Background: an optimization exercise with open tools, aiming at small area, a short achievable clock period and few clock cycles per item. Do not read the settings as production practice.
The RTL was checked by simulation tests, not by an equivalence proof against the original design.
No activity file was given, so power comes from the tool's default toggle rates.

== red ==
Design lru_ordered_history_set, start of the top module:
module lru_ordered_history_set #(
    parameter int ENTRIES        = 16,
    parameter int FOOTPRINT_BITS = 64
) (
    input  logic                                 clk,
    input  logic                                 rst_n,
    input  logic                                 in_valid,
    output logic                                 in_stall,
    input  logic [1:0]                           cmd,
    input  logic [lohs_pkg::KEY_W-1:0]           offset_key,
    input  logic [lohs_pkg::KEY_W-1:0]           address_key,
    input  logic [lohs_pkg::FP_PORT_W-1:0]       entry_footprint,
    output logic                                 out_valid,
    input  logic                                 out_stall,
    output logic                                 hit,
    output logic [lohs_pkg::SLOT_PORT_W-1:0]     slot,
    output logic [lohs_pkg::FP_PORT_W-1:0]       found_footprint,
    output logic [lohs_pkg::FILL_PORT_W-1:0]     fill_count
);
    localparam int SLOT_W  = (ENTRIES > 1) ? $clog2(ENTRIES) : 1;
    localparam int COUNT_W = $clog2(ENTRIES + 1);
    logic [ENTRIES-1:0]                      cell_wr;
    logic [ENTRIES-1:0]                      cell_eq_o;
    logic [ENTRIES-1:0]                      cell_eq_a;
    logic [ENTRIES-1:0][FOOTPRINT_BITS-1:0]  cell_fp;
    logic [lohs_pkg::KEY_W-1:0]              wr_okey;
    logic [lohs_pkg::KEY_W-1:0]              wr_akey;
    logic [FOOTPRINT_BITS-1:0]               wr_fp;
    lohs_ctrl #(
        .ENTRIES        (ENTRIES),
        .FOOTPRINT_BITS (FOOTPRINT_BITS),
        .SLOT_W         (SLOT_W),
  ...
Size: about 8,300 cells after synthesis, about 3,600 flip-flops, ~270 I/O pins.
Settings: LEC_CHECK=0, CAP_MARGIN=20, CORE_MARGIN=2, CORE_UTILIZATION=55, CTS_BUF_LIST=sky130_fd_sc_hd__clkbuf_16, CTS_CLUSTER_DIAMETER=80, CTS_CLUSTER_SIZE=25, SETUP_SLACK_MARGIN=5, SLEW_MARGIN=20; clock period 9.0 ns.
standard.sh (not shown) runs the stock make flow with config.mk's settings and CLKGATE_MAP_FILE= SYNTH_SCRIPT=/design/flow/synth_recipe.tcl, a recipe that flattens the netlist after the stock synthesis.
==> flow/flow/run.sh <==
#!/bin/bash
set -euo pipefail
MARGIN=$(cat flow/margin.txt)
bash standard.sh SETUP_SLACK_MARGIN=$MARGIN "BUFFER_PORTS_ARGS=-buffer_cell sky130_fd_sc_hd__buf_4" finish > make_finish.log 2>&1
==> flow/flow/margin.txt <==
5.7
Testbench counts of red, summed over its fixed seeds: cycles 32,024, items 32,000.
For blue, these inputs were changed with respect to red:
Settings: a change of CORE_UTILIZATION from 55 to 62; an added PLACE_DENSITY of 0.66.
[summary]
- blue ended up with offset_key[57] as its first element of the critical path; red ended up with u_ctrl.o_res[17].
- blue and red ended up with roughly the same minimum hold slack.
- Between red and blue, the difference in share of the clock period used by the worst path after layout is negligible.
- Summary of the comparison: latest clock arrival within the worst-skew pair is lower in blue, relative to red.
- As far as area share of fa/ha/maj cells after synthesis is concerned, blue and red perform about the same.
For green, these inputs were changed with respect to blue:
Settings: CTS_CLUSTER_DIAMETER: 80 -> 90; CTS_CLUSTER_SIZE: 25 -> 30; PLACE_DENSITY: 0.66 -> unset; CORE_UTILIZATION: 62 -> 55.
### Flow results
green completed end to end; final checks failed (max-slew violations). Changes observed in green relative to blue: final cycle utilization of the critical path went down by 0.48 points; net switching power figure went up by 0.069 mW. In the flow results for blue and green, the well-tap cell count is larger on green. Diff blue -> green: initial antenna violation count picked up an extra 4; worst hold slack neither gained nor lost much; quantity of gates resized following cts picked up an extra about 17%; number of nets in the layout neither gained nor lost much.
The inputs of orange differ from those of green as listed below.
Settings: GPL_TIMING_DRIVEN: unset -> 0; CTS_CLUSTER_DIAMETER: 90 -> 80; CTS_CLUSTER_SIZE: 30 -> 25; PLACE_DENSITY: unset -> 0.66; CORE_UTILIZATION: 55 -> 62.
==> flow/flow/run.sh <==
#!/bin/bash
set -euo pipefail
MARGIN=$(cat flow/margin.txt)
ARGS=(SETUP_SLACK_MARGIN=$MARGIN "BUFFER_PORTS_ARGS=-buffer_cell sky130_fd_sc_hd__buf_4")
bash standard.sh "${ARGS[@]}" place > make_place.log 2>&1
ODB=$PWD/orfs/results/$FLOW_PLATFORM/lru_ordered_history_set/base/3_place.odb openroad -no_init -exit flow/out_regs.tcl > out_regs.log 2>&1
bash standard.sh "${ARGS[@]}" finish > make_finish.log 2>&1
==> flow/flow/margin.txt <==
6.0
==> flow/flow/out_regs.tcl (new file) <==
# For each output port: move its buffer next to the pin and, when the
# buffer's input comes straight from a register with no other load, move that
# register next to it too; then legalize the placement.
read_db $::env(ODB)
set block [ord::get_db_block]
set core [$block getCoreArea]
set cx0 [expr [$core xMin] + 2000]; set cx1 [expr [$core xMax] - 12000]
set cy0 [expr [$core yMin] + 3000]; set cy1 [expr [$core yMax] - 3000]
proc clamp {v lo hi} { expr {$v < $lo ? $lo : ($v > $hi ? $hi : $v)} }
set moved 0
foreach bt [$block getBTerms] {
  if {[$bt getIoType] ne "OUTPUT"} { continue }
  set bb [$bt getBBox]
  set tx [clamp [expr ([$bb xMin] + [$bb xMax]) / 2] $cx0 $cx1]
  set ty [clamp [expr ([$bb yMin] + [$bb yMax]) / 2] $cy0 $cy1]
  set net [$bt getNet]
  foreach it [$net getITerms] {
    if {![$it isOutputSignal]} { continue }
    set buf [$it getInst]
    $buf setLocation $tx $ty
    incr moved
    foreach bi [$buf getITerms] {
      if {![$bi isInputSignal]} { continue }
      set n2 [$bi getNet]
      if {$n2 eq "NULL"} { continue }
      if {[llength [$n2 getITerms]] != 2} { continue }
      foreach it3 [$n2 getITerms] {
        if {![$it3 isOutputSignal]} { continue }
        set ff [$it3 getInst]
        set m [[$ff getMaster] getName]
        if {![string match "*__df*" $m] && ![string match "*__edf*" $m]} { continue }
        $ff setLocation $tx $ty
        incr moved
      }
    }
  }
}
puts "moved $moved cells"
detailed_placement
check_placement -verbose
write_db $::env(ODB)
--- outcome ---
- Of green and orange, only orange finishes the flow clean.
- The layout from green, despite a flow that completed every stage, fails the layout checks, with the failing checks listed as max-slew violations.
- orange ended up with more standard cells than green.
- The sequential share of layout area reported for orange is smaller than that of green by 9.6 points.
- Compared with green, orange shows a portion of total power attributed to combinational logic that is 4.0 points higher.
- orange has less setup slack than green.
- Diff green and orange: total power consumption of the routed design lower in green
- Total internal power (orange over green): increase, 6.7%
- orange reports its cell with the largest stage delay on the worst path as sky130_fd_sc_hd__nand4_1 while green reports sky130_fd_sc_hd__nor4_1.
- Sort green and orange by routed wire length, ascending, and green comes first.

## afterwards: timing with drivers on the ports
The results above use ideal ports. As a check the final layouts listed here were re-extracted and re-timed, cells and wires unchanged.
Step 1, drivers: a clkbuf_16 drives clk and a buf_2 each remaining input, both assumed.
Step 2 times the ports against the registers' clock, not the clock port: input delays grow and output delays shrink by t, the midpoint of the rising clock arrivals with the driver on.
Slacks: ideal ports / drivers / drivers and shift; pairs: ideal ports / drivers.
| run | t (ns) | setup slack, ns | worst hold slack (ns) | worst setup path after step 2 | worst register clock-pin slew, ns |
|---|---|---|---|---|---|
| red | 1.002 | 5.501 / 5.398 / 4.630 | 0.463 / 0.463 / 0.463 | input to register | 0.11 / 0.11 |
| blue | 0.989 | 5.514 / 5.423 / 4.525 | 0.463 / 0.463 / 0.463 | input to register | 0.11 / 0.11 |
| green | 0.958 | 5.557 / 5.470 / 4.605 | 0.465 / 0.465 / 0.465 | input to register | 0.12 / 0.12 |
| orange | 1.000 | 5.275 / 5.333 / 4.333 | 0.460 / 0.460 / 0.460 | input to register | 0.11 / 0.11 |
The setup slack of blue, which loses most, moves by -0.091 ns with the drivers and by -0.989 ns with both steps.
